From an optimization exercise on the open Yosys and OpenROAD flow, aimed at small area, a short achievable clock period and few clock cycles; shortcuts taken in it are not production practice.
Only the layout flow was run in this run; the RTL was not checked for function there.

<file path="design.v">
package mfh_pkg;
	localparam int VAL_W = 18;    
	localparam int DEG_W = 9;
	localparam int CFG_W = 16;
	localparam int XW  = 34;
	localparam int YAW = 34;
	localparam int YBW = 27;
	localparam int SW  = 24;      
	localparam logic [CFG_W-1:0] TIMEOUT_RESET = 16'd50;
	localparam logic [7:0] CH_S     = 8'h53;
	localparam logic [7:0] CH_PLUS  = 8'h2B;
	localparam logic [7:0] CH_MINUS = 8'h2D;
	localparam logic [1:0] PH_BLANK = 2'd0;
	localparam logic [1:0] PH_SIGN  = 2'd1;
	localparam logic [1:0] PH_DIGIT = 2'd2;
	localparam logic [1:0] PH_STOP  = 2'd3;
	localparam logic [1:0] RUN_XZ      = 2'd0;
	localparam logic [1:0] RUN_HEADING = 2'd1;
	localparam logic [1:0] RUN_YZ      = 2'd2;
	localparam logic signed [SW-1:0] ATAN0 = 24'sd2949120;
	function automatic logic [SW-1:0] atan_a(input logic [2:0] j);
		logic [SW-1:0] v;
		case (j)
			3'd0:    v = 24'd1740967;
			3'd1:    v = 24'd919879;
			3'd2:    v = 24'd466945;
			3'd3:    v = 24'd234379;
			3'd4:    v = 24'd117304;
			3'd5:    v = 24'd58666;
			3'd6:    v = 24'd29335;
			default: v = 24'd14668;
		endcase
		atan_a = v;
	endfunction
	function automatic logic [SW-1:0] atan_b(input logic [2:0] j);
		logic [SW-1:0] v;
		case (j)
			3'd0:    v = 24'd7334;
			3'd1:    v = 24'd3667;
			3'd2:    v = 24'd1833;
			3'd3:    v = 24'd917;
			3'd4:    v = 24'd458;
			3'd5:    v = 24'd229;
			default: v = 24'd115;
		endcase
		atan_b = v;
	endfunction
endpackage
module mfh_cordic_step #(
	parameter int YW  = 34,
	parameter int SH0 = 1
) (
	input  logic [2:0]                    j,
	input  logic [mfh_pkg::XW-1:0]        x,
	input  logic signed [YW-1:0]          y,
	input  logic signed [mfh_pkg::SW-1:0] s,
	output logic [mfh_pkg::XW-1:0]        x_n,
	output logic signed [YW-1:0]          y_n,
	output logic signed [mfh_pkg::SW-1:0] s_n
);
	localparam int XW = mfh_pkg::XW;
	localparam int SW = mfh_pkg::SW;
	logic                 neg;
	logic signed [YW-1:0] yi, ysh0, ysh;
	logic signed [XW:0]   xi, xsh0, xsh;
	logic [SW-1:0]        t;
	logic signed [XW-1:0] ysh_x;
	assign neg  = y[YW-1];
	assign yi   = y ^ {YW{neg}};
	assign xi   = {1'b0, x} ^ {(XW+1){!neg}};
	assign ysh0 = yi >>> SH0;
	assign xsh0 = xi >>> SH0;
	assign ysh  = ysh0 >>> j;
	assign xsh  = xsh0 >>> j;
	assign t    = (SH0 == 1) ? mfh_pkg::atan_a(j) : mfh_pkg::atan_b(j);
	assign ysh_x = ysh;
	mfh_add #(.W(XW)) u_add_x (.a(x), .b(ysh_x), .cin(neg), .sum(x_n));
	mfh_add #(.W(YW)) u_add_y (.a(y), .b(xsh[YW-1:0]), .cin(!neg), .sum(y_n));
	mfh_add #(.W(SW)) u_add_s (.a(s), .b(t ^ {SW{neg}}), .cin(neg), .sum(s_n));
endmodule
module mfh_add #(
	parameter int W = 34
) (
	input  logic [W-1:0] a,
	input  logic [W-1:0] b,
	input  logic         cin,
	output logic [W-1:0] sum
);
	localparam int L = $clog2(W);
	logic [W-1:0] p, g0;
	logic [W-1:0] gs [0:L+1];
	logic [W-1:0] ps [0:L+1];
	always_comb begin
		p  = a ^ b;
		g0 = a & b;
		g0[0] = (a[0] & b[0]) | (p[0] & cin);
		gs[0] = g0;
		ps[0] = p;
		for (int i = 1; i < W; i += 2) begin
			gs[0][i] = g0[i] | (p[i] & g0[i-1]);
			ps[0][i] = p[i] & p[i-1];
		end
		for (int l = 1; l <= L; l++) begin
			gs[l] = gs[l-1];
			ps[l] = ps[l-1];
			for (int i = 1; i < W; i += 2) begin
				if (i - (1 << l) >= 0) begin
					gs[l][i] = gs[l-1][i] | (ps[l-1][i] & gs[l-1][i - (1 << l)]);
					ps[l][i] = ps[l-1][i] & ps[l-1][i - (1 << l)];
				end
			end
		end
		gs[L+1] = gs[L];
		ps[L+1] = ps[L];
		for (int i = 2; i < W; i += 2) begin
			gs[L+1][i] = g0[i] | (p[i] & gs[L][i-1]);
		end
		sum[0] = p[0] ^ cin;
		for (int i = 1; i < W; i++) begin
			sum[i] = p[i] ^ gs[L+1][i-1];
		end
	end
endmodule
module magnetometer_frame_heading (
	input  logic                                 clk,
	input  logic                                 arst_n,
	input  logic                                 in_valid,
	output logic                                 in_stall,
	input  logic                                 command,
	input  logic [7:0]                           rx_byte,
	output logic                                 out_valid,
	input  logic                                 out_stall,
	output logic                                 send_request,
	output logic                                 frame_done,
	output logic                                 frame_ok,
	output logic [mfh_pkg::DEG_W-1:0]            heading_deg,
	output logic [mfh_pkg::DEG_W-1:0]            tilt_xz_deg,
	output logic [mfh_pkg::DEG_W-1:0]            tilt_yz_deg,
	output logic signed [mfh_pkg::VAL_W-1:0]     field_x,
	output logic signed [mfh_pkg::VAL_W-1:0]     field_y,
	output logic signed [mfh_pkg::VAL_W-1:0]     field_z,
	input  logic                                 cfg_we,
	input  logic [0:0]                           cfg_index,
	input  logic [mfh_pkg::CFG_W-1:0]            cfg_data
);
	localparam int XW  = mfh_pkg::XW;
	localparam int YAW = mfh_pkg::YAW;
	localparam int YBW = mfh_pkg::YBW;
	localparam int SW  = mfh_pkg::SW;
	localparam int VW  = mfh_pkg::VAL_W;
	localparam int DW  = mfh_pkg::DEG_W;
	logic [15:0]          limit_q;    
	logic                 link_q;
	logic                 in_stall_q;
	logic [4:0]           pos_q;
	logic                 win_x_q, win_z_q, win_y_q, first_q;
	logic                 start_q;
	logic [15:0]          silence_q;
	logic                 armed_q;
	logic [1:0]           ph_q;
	logic                 mn_q;
	logic signed [VW-1:0] vx_q, vz_q, vy_q;
	logic [1:0]           ld_q;       
	logic                 jc_q;       
	logic                 adone_q;    
	logic                 ld_hd_q, ld_yz_q;   
	logic                 a_v_q, a_spec_q, a_ex_q;
	logic [1:0]           a_t_q;
	logic [2:0]           a_code_q, a_j_q;
	logic [XW-1:0]        a_x_q;
	logic signed [YAW-1:0] a_y_q;
	logic signed [SW-1:0] a_s_q;
	logic                 b_v_q, b_spec_q, b_ex_q;
	logic [1:0]           b_t_q;
	logic [2:0]           b_code_q, b_j_q;
	logic [XW-1:0]        b_x_q;
	logic signed [YBW-1:0] b_y_q;
	logic signed [SW-1:0] b_s_q;
	logic                 o_valid_q, o_fill_q;
	logic                 o_send_q, o_done_q, o_ok_q;
	logic [DW-1:0]        o_head_q, o_xz_q, o_yz_q;
	logic signed [VW-1:0] o_x_q, o_y_q, o_z_q;
	logic        in_acc, acc_byte, acc_tick, close, close_now;
	logic [15:0] tick_inc, limit;
	logic        tick_fire, drop, fire_res;
	assign in_acc    = in_valid && !in_stall_q;
	assign acc_byte  = in_acc && !command;
	assign acc_tick  = in_acc && command;
	assign close     = (pos_q == 5'd27);
	assign close_now = acc_byte && close;
	assign tick_inc  = silence_q + 16'd1;
	assign limit     = limit_q;
	assign tick_fire = armed_q && (tick_inc >= limit);
	assign drop      = acc_tick && tick_fire;
	assign fire_res  = drop && link_q;
	logic                 win_x, win_z, win_y, win, first;
	logic                 blank, digit, sgn;
	logic [1:0]           ph_cur, ph_nxt;
	logic                 mn_cur, mn_nxt, take_digit;
	logic signed [VW-1:0] v_sel, v_cur, v_nxt, v_dig, v10;
	logic [VW-5:0]        v10_p, v10_m;
	logic [5:0]           lo;
	assign win_x = win_x_q;
	assign win_z = win_z_q;
	assign win_y = win_y_q;
	assign win   = win_x || win_z || win_y;
	assign first = first_q;
	assign blank = (rx_byte == 8'h20) || (rx_byte >= 8'h09 && rx_byte <= 8'h0D);
	assign digit = (rx_byte >= 8'h30) && (rx_byte <= 8'h39);
	assign sgn   = (rx_byte == mfh_pkg::CH_PLUS) || (rx_byte == mfh_pkg::CH_MINUS);
	always_comb begin
		v_sel  = win_x ? vx_q : (win_z ? vz_q : vy_q);
		ph_cur = first ? mfh_pkg::PH_BLANK : ph_q;
		mn_cur = first ? 1'b0 : mn_q;
		v_cur  = first ? '0 : v_sel;
		ph_nxt = ph_cur;
		mn_nxt = mn_cur;
		take_digit = 1'b0;
		case (ph_cur)
			mfh_pkg::PH_BLANK: begin
				if (blank) begin
					ph_nxt = mfh_pkg::PH_BLANK;
				end else if (sgn) begin
					ph_nxt = mfh_pkg::PH_SIGN;
					mn_nxt = (rx_byte == mfh_pkg::CH_MINUS);
				end else if (digit) begin
					ph_nxt = mfh_pkg::PH_DIGIT;
					take_digit = 1'b1;
				end else begin
					ph_nxt = mfh_pkg::PH_STOP;
				end
			end
			mfh_pkg::PH_SIGN, mfh_pkg::PH_DIGIT: begin
				if (digit) begin
					ph_nxt = mfh_pkg::PH_DIGIT;
					take_digit = 1'b1;
				end else begin
					ph_nxt = mfh_pkg::PH_STOP;
				end
			end
			default: begin
			end
		endcase
		v10   = (v_cur <<< 3) + (v_cur <<< 1);
		v10_p = v10[VW-1:4] + 14'd1;
		v10_m = v10[VW-1:4] - 14'd1;
		lo    = {2'b00, v10[3:0]} + (mn_cur ? -{2'b00, rx_byte[3:0]} : {2'b00, rx_byte[3:0]});
		v_dig = {({(VW-4){!lo[5] &&  lo[4]}} & v10_p)
			| ({(VW-4){lo[5]}} & v10_m)
			| ({(VW-4){!lo[4]}} & v10[VW-1:4]), lo[3:0]};
		v_nxt = take_digit ? v_dig : v_cur;
	end
	logic signed [VW-1:0] y_op, x_op;
	logic                 xneg, yneg, xzero, yzero, eqmag, ld_ex, ld_s;
	logic [VW-1:0]        x1, cx, cy;
	logic signed [VW-1:0] y1;
	logic [2:0]           ld_code;
	logic                 ld_ready, a_free, a_load, a_xfer, spec_new;
	logic                 b_done, b_wb, flush, kill, all_done;
	logic [XW-1:0]        a_x_n;
	logic signed [YAW-1:0] a_y_n;
	logic signed [SW-1:0] a_s_n;
	always_comb begin
		y_op  = ld_yz_q ? vy_q : vx_q;
		x_op  = ld_hd_q ? vy_q : vz_q;
		xneg  = x_op[VW-1];
		yneg  = y_op[VW-1];
		xzero = (x_op == '0);
		yzero = (y_op == '0);
		ld_s  = xneg ^ yneg;
		cx    = {{(VW-2){1'b0}}, xneg && yneg, ld_s};
		cy    = {{(VW-2){1'b0}}, xneg && !yneg, !ld_s};
		x1    = (x_op ^ {VW{xneg}}) + (y_op ^ {VW{yneg}}) + cx;
		y1    = (y_op ^ {VW{xneg}}) + (x_op ^ {VW{!yneg}}) + cy;
		eqmag = (x_op == y_op) || ((x_op ^ y_op) == ((x_op | y_op) << 1));
		ld_ex = xzero || yzero || eqmag;
		if (yzero) begin
			ld_code = xneg ? 3'd4 : 3'd0;
		end else if (xzero) begin
			ld_code = yneg ? 3'd6 : 3'd2;
		end else if (eqmag) begin
			ld_code = xneg ? (yneg ? 3'd5 : 3'd3) : (yneg ? 3'd7 : 3'd1);
		end else begin
			ld_code = xneg ? 3'd4 : 3'd0;
		end
	end
	assign ld_ready = (ld_q != 2'd3) && (jc_q || (start_q &&
		((ld_q == mfh_pkg::RUN_XZ) ? (pos_q >= 5'd17) : (pos_q >= 5'd25))));
	assign b_done   = b_v_q && (b_j_q == 3'd7);
	assign flush    = b_done && b_spec_q && o_valid_q;
	assign b_wb     = b_done && !flush;
	assign kill     = drop || flush;
	assign a_xfer   = a_v_q && (a_j_q == 3'd7);
	assign a_free   = !a_v_q || a_xfer;
	assign a_load   = ld_ready && a_free;
	assign spec_new = !jc_q && !close_now;
	mfh_cordic_step #(.YW(YAW), .SH0(1)) u_step_a (
		.j   (a_j_q),
		.x   (a_x_q),
		.y   (a_y_q),
		.s   (a_s_q),
		.x_n (a_x_n),
		.y_n (a_y_n),
		.s_n (a_s_n)
	);
	logic [XW-1:0]         b_x_n;
	logic signed [YBW-1:0] b_y_n;
	logic signed [SW-1:0]  b_s_n;
	logic signed [10:0]    k_off, k_p, k_m, s_inv, sh11;
	logic [11:0]           v_sum, p_sum, m_sum;
	logic signed [7:0]     s_hi;
	logic                  s_frac, c_in;
	logic [DW-1:0]         deg;
	mfh_cordic_step #(.YW(YBW), .SH0(9)) u_step_b (
		.j   (b_j_q),
		.x   (b_x_q),
		.y   (b_y_q),
		.s   (b_s_q),
		.x_n (b_x_n),
		.y_n (b_y_n),
		.s_n (b_s_n)
	);
	always_comb begin
		logic signed [10:0] kb;
		case (b_code_q)
			3'd0:    kb = 11'sd0;
			3'd1:    kb = -11'sd45;
			3'd2:    kb = -11'sd90;
			3'd3:    kb = -11'sd135;
			3'd4:    kb = -11'sd180;
			3'd5:    kb = -11'sd225;
			3'd6:    kb = -11'sd270;
			default: kb = -11'sd315;
		endcase
		k_off  = kb + ((b_t_q == mfh_pkg::RUN_HEADING) ? 11'sd270 : 11'sd180);
		k_p    = k_off + 11'sd360;
		k_m    = k_off - 11'sd360;
		s_hi   = b_s_q[SW-1:16];
		s_frac = |b_s_q[15:0];
		sh11   = s_hi;
		s_inv  = b_ex_q ? 11'h7FF : ~sh11;
		c_in   = b_ex_q || !s_frac;
		v_sum  = {k_off, 1'b1} + {s_inv, c_in};
		p_sum  = {k_p, 1'b1} + {s_inv, c_in};
		m_sum  = {k_m, 1'b1} + {s_inv, c_in};
		if (v_sum[11]) begin
			deg = p_sum[DW:1];
		end else if (!m_sum[11]) begin
			deg = m_sum[DW:1];
		end else begin
			deg = v_sum[DW:1];
		end
	end
	logic [4:0]  pos_d;
	logic [1:0]  ld_d, ld_inc;
	logic        jc_d, o_fill_d, o_valid_d, maybe_fire, stall_d;
	always_comb begin
		pos_d = pos_q;
		if (acc_byte) begin
			pos_d = close ? 5'd0 : pos_q + 5'd1;
		end else if (drop) begin
			pos_d = 5'd0;
		end
		ld_inc = ld_q + (a_load ? 2'd1 : 2'd0);
		ld_d   = ld_inc;
		jc_d   = jc_q;
		if (close_now) begin
			if (ld_inc == 2'd3) begin
				ld_d = 2'd0;
				jc_d = 1'b0;
			end else begin
				jc_d = start_q;
			end
		end else if (jc_q) begin
			if (ld_inc == 2'd3) begin
				ld_d = 2'd0;
				jc_d = 1'b0;
			end
		end else if (kill) begin
			ld_d = 2'd0;
		end
		all_done  = adone_q || (b_wb && b_t_q == mfh_pkg::RUN_YZ);
		o_fill_d  = o_fill_q;
		o_valid_d = o_valid_q && out_stall;
		if (close_now) begin
			o_fill_d  = start_q && !all_done;
			o_valid_d = !start_q || all_done;
		end else if (fire_res) begin
			o_valid_d = 1'b1;
		end else if (b_wb && b_t_q == mfh_pkg::RUN_YZ && !b_spec_q) begin
			o_fill_d  = 1'b0;
			o_valid_d = 1'b1;
		end
		maybe_fire = ({1'b0, silence_q} + 17'd2) >= {1'b0, limit};
		stall_d = ((o_fill_d || o_valid_d) && ((pos_d == 5'd27) || maybe_fire))
			|| (jc_d && (((ld_d != mfh_pkg::RUN_YZ) && (pos_d == 5'd4)) || (pos_d == 5'd12)));
	end
	always_ff @(posedge clk or negedge arst_n) begin
		if (!arst_n) begin
			limit_q    <= mfh_pkg::TIMEOUT_RESET;
			link_q     <= 1'b1;
			in_stall_q <= 1'b0;
			pos_q      <= '0;
			win_x_q    <= 1'b0;
			win_z_q    <= 1'b0;
			win_y_q    <= 1'b0;
			first_q    <= 1'b0;
			start_q    <= 1'b0;
			silence_q  <= '0;
			armed_q    <= 1'b1;
			ld_q       <= '0;
			ld_hd_q    <= 1'b0;
			ld_yz_q    <= 1'b0;
			jc_q       <= 1'b0;
			a_v_q      <= 1'b0;
			b_v_q      <= 1'b0;
			o_valid_q  <= 1'b0;
			o_fill_q   <= 1'b0;
			adone_q    <= 1'b0;
		end else begin
			if (cfg_we) begin
				if (cfg_index[0]) begin
					link_q <= cfg_data[0];
				end else begin
					limit_q <= (cfg_data == 16'd0) ? 16'd1 : cfg_data;
				end
			end
			in_stall_q <= stall_d;
			pos_q      <= pos_d;
			win_x_q    <= (pos_d >= 5'd4)  && (pos_d <= 5'd8);
			win_z_q    <= (pos_d >= 5'd12) && (pos_d <= 5'd16);
			win_y_q    <= (pos_d >= 5'd20) && (pos_d <= 5'd24);
			first_q    <= (pos_d == 5'd4) || (pos_d == 5'd12) || (pos_d == 5'd20);
			ld_q       <= ld_d;
			ld_hd_q    <= (ld_d == mfh_pkg::RUN_HEADING);
			ld_yz_q    <= (ld_d == mfh_pkg::RUN_YZ);
			jc_q       <= jc_d;
			o_fill_q   <= o_fill_d;
			o_valid_q  <= o_valid_d;
			if (close_now || kill) begin
				adone_q <= 1'b0;
			end else if (b_wb && b_t_q == mfh_pkg::RUN_YZ && b_spec_q) begin
				adone_q <= 1'b1;
			end
			if (acc_byte) begin
				silence_q <= '0;
				armed_q   <= 1'b1;
				if (close) begin
					start_q <= 1'b0;
				end else if (pos_q == 5'd0) begin
					start_q <= (rx_byte == mfh_pkg::CH_S);
				end
			end else if (acc_tick && armed_q) begin
				if (tick_fire) begin
					start_q   <= 1'b0;
					silence_q <= '0;
					armed_q   <= link_q;
				end else begin
					silence_q <= tick_inc;
				end
			end
			if (a_load) begin
				a_v_q <= !(kill && spec_new);
			end else if (a_xfer) begin
				a_v_q <= 1'b0;
			end else if (kill && a_spec_q) begin
				a_v_q <= 1'b0;
			end
			if (a_xfer) begin
				b_v_q <= !(kill && a_spec_q);
			end else if (b_done) begin
				b_v_q <= 1'b0;
			end else if (kill && b_spec_q) begin
				b_v_q <= 1'b0;
			end
		end
	end
	always_ff @(posedge clk) begin
		if (acc_byte && win) begin
			ph_q <= ph_nxt;
			mn_q <= mn_nxt;
			if (win_x) vx_q <= v_nxt;
			if (win_z) vz_q <= v_nxt;
			if (win_y) vy_q <= v_nxt;
		end
		if (a_load) begin
			a_spec_q <= spec_new;
			a_t_q    <= ld_q;
			a_code_q <= ld_code;
			a_ex_q   <= ld_ex;
			a_j_q    <= 3'd0;
			a_x_q    <= {x1, 16'd0};
			a_y_q    <= {y1, 16'd0};
			a_s_q    <= ld_s ? -mfh_pkg::ATAN0 : mfh_pkg::ATAN0;
		end else begin
			if (close_now) begin
				a_spec_q <= 1'b0;
			end
			a_j_q <= a_j_q + 3'd1;
			a_x_q <= a_x_n;
			a_y_q <= a_y_n;
			a_s_q <= a_s_n;
		end
		if (a_xfer) begin
			b_spec_q <= a_spec_q && !close_now;
			b_t_q    <= a_t_q;
			b_code_q <= a_code_q;
			b_ex_q   <= a_ex_q;
			b_j_q    <= 3'd0;
			b_x_q    <= a_x_n;
			b_y_q    <= a_y_n[YBW-1:0];
			b_s_q    <= a_s_n;
		end else begin
			if (close_now) begin
				b_spec_q <= 1'b0;
			end
			b_j_q <= b_j_q + 3'd1;
			b_x_q <= b_x_n;
			b_y_q <= b_y_n;
			b_s_q <= b_s_n;
		end
		if (close_now) begin
			o_send_q <= link_q;
			o_done_q <= 1'b1;
			o_ok_q   <= start_q;
			o_x_q    <= start_q ? vx_q : '0;
			o_y_q    <= start_q ? vy_q : '0;
			o_z_q    <= start_q ? vz_q : '0;
		end else if (fire_res) begin
			o_send_q <= 1'b1;
			o_done_q <= 1'b0;
			o_ok_q   <= 1'b0;
			o_x_q    <= '0;
			o_y_q    <= '0;
			o_z_q    <= '0;
		end
		if ((close_now && !start_q) || fire_res) begin
			o_head_q <= '0;
			o_xz_q   <= '0;
			o_yz_q   <= '0;
		end else if (b_wb) begin
			case (b_t_q)
				mfh_pkg::RUN_XZ:      o_xz_q   <= deg;
				mfh_pkg::RUN_HEADING: o_head_q <= deg;
				default:              o_yz_q   <= deg;
			endcase
		end
	end
	assign in_stall     = in_stall_q;
	assign out_valid    = o_valid_q;
	assign send_request = o_send_q;
	assign frame_done   = o_done_q;
	assign frame_ok     = o_ok_q;
	assign heading_deg  = o_head_q;
	assign tilt_xz_deg  = o_xz_q;
	assign tilt_yz_deg  = o_yz_q;
	assign field_x      = o_x_q;
	assign field_y      = o_y_q;
	assign field_z      = o_z_q;
endmodule
</file>
<file path="run.sh">
#!/bin/bash
# synth_recipe.tcl (not shown) runs the flow's synth.tcl, then flattens the netlist and writes it again
# the make line also repeats each setting of config.mk as NAME=value (left out here)
make -C /OpenROAD-flow-scripts/flow DESIGN_CONFIG=/design/flow/config.mk WORK_HOME=/design/flow/orfs CLKGATE_MAP_FILE= SYNTH_SCRIPT=/design/flow/synth_recipe.tcl finish
</file>
<file path="config.mk">
export PLATFORM = sky130hd
export DESIGN_NAME = magnetometer_frame_heading
export DESIGN_NICKNAME = magnetometer_frame_heading
export VERILOG_FILES = /design/flow/design.v
export SDC_FILE = /design/flow/constraint.sdc
export NUM_CORES = 4
export LEC_CHECK = 0
export ABC_AREA = 1
export CAP_MARGIN = 20
export CORE_MARGIN = 2
export CORE_UTILIZATION = 45
export SETUP_SLACK_MARGIN = 3.5
export SLEW_MARGIN = 20
</file>
<file path="constraint.sdc">
create_clock -name core_clock -period 7.5 [get_ports {clk}]
set_input_delay 1.5000 -clock core_clock [delete_from_list [all_inputs] [get_ports {clk}]]
set_output_delay 1.5000 -clock core_clock [all_outputs]
set_load 0.01 [all_outputs]
</file>
==> run summary <==
Die Width 277 µm; CP Capture Type flip-flop; slew margin rel. 0.285; GRT Total Usage 0.248; Num CTS Buffers 51; syn_area_per_cell 7.65 µm²; first-pass GRT wire length 153 mm; crit path time final 4390 ps; share of post-route cells with drive strength above 1 0.155; Port Buf Inserts 116; Final #Nets 5078; Final HPWL DP 70.5 mm; Starting Density 0.452; CTS clk-pin slew, worst paths 60 ps; synthesized cell area 0.0336 mm²; Boundary Pins 117; Tcrit/Tclk final 0.585; htree depth 2; die height 277 µm; post-synth cell types 62; total grt overflow 0; clock sink total 393; P&R area growth vs syn 23.0%; GPL Wtd Cong 0.951; drt pass-1 iters 5; Final Hold Vio Count 0; Core Area 0.0742 mm²; Residual DRC 0; Seq/Total Area, Yosys 0.281; n_diodes 0; max-cap viol count 0; number of synthesized flops with an enable pin 127; yosys warns 12; TritonCTS clock tree yes; Worst Path Required 8020 ps; WP data arrival 4900 ps; mean routed wirelength per cell 17.4 µm; Fmax 0.228 GHz; antenna violations before repair 0; largest net degree at the start of global routing 86; Vias per Instance 5.26; final setup TNS 0 ps; initial drt markers 2052; hold slack 416 ps; clock tree buffer depth 3; Critical Path Start Type flip-flop; DRT antenna net count 0; gate count of the mapped netlist 4387; Min-Delay Path Class flip-flop to flip-flop; max-slew violation count 0; # rows 100; vias in the first global route 28.4k; RSZ-0062 raised after global routing true; Worst Max-Slew Pin Slew 1070 ps; Final Setup Violations 0; Vias 29.6k; flops & latches, synth 393; worst setup path class flip-flop to flip-flop; ys async rst share 0.140; Clock Skews 17.9 ps; Root Driver clkbuf_16; Post-synth top flop dfxtp_1; Post-Synthesis Net Count 4846; peak fanout along the critical path 6; Clock Latency Late Sink 630 ps; DIE AREA 0.0768 mm²; status complete, no violations; drt total wl 98.1 mm
-- cell type report --
type / count / area, µm²
repair buffers: 329 / 3390
multi-input cells: 3189 / 23000
clock inverters: 30 / 279
repair inverters: 4 / 30.0
well taps: 969 / 1210
clock buffers: 64 / 1390
inverters: 651 / 2510
flip-flops and latches: 393 / 9450
fillers: 6796 / 32900
-- metrics by stage --
step                cells  cell area (µm²)  utilization  setup slack (ps)
floorplan            4387            33800            -              3260
global placement     5352            35700        0.482              2120
detailed placement   5352            35700        0.482              2130
CTS                  5579            39800        0.536              3050
global route         5629            41300        0.556              2890
finish               5629            41300        0.556              3110
-- sequential cells by signal, summed over array words and instances (netlist names), 5 cells and up --
| register | count |
|---|---|
| o_y_q | 18 |
| b_s_q | 24 |
| silence_q | 16 |
| vy_q | 18 |
| vz_q | 18 |
| limit_q | 16 |
| o_x_q | 18 |
| o_xz_q | 9 |
| a_x_q | 34 |
| o_head_q | 9 |
| b_y_q | 27 |
| pos_q | 5 |
| vx_q | 18 |
| a_s_q | 24 |
| b_x_q | 34 |
| o_yz_q | 9 |
| a_y_q | 34 |
| o_z_q | 18 |
-- logic make-up (layout without fill, tap and decap cells) --
group	after synthesis	after routing	synth area share
fa+ha+maj	428	428	0.180
simple gates	1399	1399	0.174
mux	108	108	0.0322
xor+xnor	375	375	0.0992
flops	393	393	0.281
compound gates	879	879	0.143
buf+inv	805	1078	0.0912
-- layout by cell type (no fill, tap or decap), types with 105 or more instances in the layout --
cell | synthesis | final
buf_4 | 3 | 146
o21ai_0 | 457 | 333
mux2i_1 | 108 | 105
edfxtp_1 | 127 | 127
ha_1 | 336 | 309
a21oi_1 | 229 | 210
clkdlybuf4s50_1 | 0 | 111
xnor2_1 | 136 | 114
inv_1 | 634 | 597
dfxtp_1 | 211 | 204
nor2_1 | 288 | 266
nand2_1 | 821 | 784
xor2_1 | 233 | 212
o21ai_1 | 45 | 124
nand3_1 | 142 | 115
-- layer usage --
layer,global-route usage,part of all wire
met5,0,0
met4,0.0917,0.038
met3,0.0246,0.043
met2,0.422,0.48
met1,0.326,0.44
-- what timing repair did --
action                     4_1_cts  5_1_grt
gates cloned                    12        3
pin swaps                       98      127
setup endpoints to repair      257      239
gates resized for setup        304      275
hold buffers                     0        0
setup buffers                  121       47
-- critical path, stage by stage, from the launching register on --
cell and delay (ps):
dfxtp_4 380, buf_8 140, buf_4 130, xor2_2 140, o21ai_1 130, inv_1 70
o21ai_2 180, o221ai_2 120, fa_2 360, fa_2 340, nand3b_1 160, nand2_1 70
inv_2 50, o21a_1 190, o21ai_2 160, a21boi_2 110, o21ai_4 230, buf_6 140
a41oi_4 160, nor2_2 160, nor2_2 50, nor2_1 100, nor2_1 70, fa_2 510
or2_4 100, nand2_1 50
-- path summary, 6_finish.rpt --
| path | start | endpoint | slack, ps | cells after the start |
|---|---|---|---|---|
| min reg2reg | a_ex_q | b_ex_q | 420 | 0 |
| max reg2reg | a_y_q[33] | a_y_q[32] | 3110 | 25 |
| min in group asynchronous | arst_n | limit_q[7] | 1010 | 2 |
| max in group asynchronous | arst_n | ld_hd_q | 5900 | 2 |
| min | a_ex_q | b_ex_q | 420 | 0 |
| max | a_y_q[33] | a_y_q[32] | 3110 | 25 |
-- cell usage after synthesis, types with 6 or more instances --
master	count	area (µm²)
nand2_1	821	3080
inv_1	634	2380
o21ai_0	457	2290
ha_1	336	4200
nor2_1	288	1080
xor2_1	233	2040
a21oi_1	229	1150
dfxtp_1	211	4220
nand3_1	142	711
xnor2_1	136	1190
edfxtp_1	127	3810
mux2i_1	108	1080
clkbuf_1	102	383
fa_1	92	1840
dfrtp_1	50	1250
o21ai_1	45	225
nand4_1	37	231
nor3_1	28	140
buf_1	26	97.6
o21a_1	24	180
buf_2	23	115
or2_2	23	144
a31oi_1	17	106
nor4_1	16	100
inv_2	14	52.6
o211ai_1	14	105
a21boi_0	13	97.6
nand2_2	12	75.1
o22ai_1	12	75.1
a21o_1	9	67.6
nand3b_1	9	67.6
a221oi_1	8	70.1
o21bai_1	8	60.1
o221ai_1	8	70.1
nand3_2	7	70.1
o31ai_1	7	52.6
xor2_2	6	97.6

port drivers added, routing unchanged:
In the flow no input, the clock included, has a driving cell. The finished layout below was timed again as built, in two steps.
Step 1: set_driving_cell puts a clkbuf_16 on clk and a buf_2 on each other input, an assumption about the parent block.
Step 2 moves the port delays by t, midway between the first and last clock arrival at a register: inputs arrive t later, outputs are due t later. That takes back most of the time a late clock gives input paths.
Three values: ideal, step 1, step 2; two values: the first two.
t (ns): 0.680
setup slack, ns: 3.115 / 3.115 / 3.012
hold slack, ns: 0.416 / 0.416 / 0.416
worst register clock-pin slew, ns: 0.06 / 0.06
worst slew at a driven data input, ns: 0.07
After both steps this run still meets setup and hold. For this run, drivers alone change the setup slack by 0.000 ns; drivers and shift together by -0.103 ns.
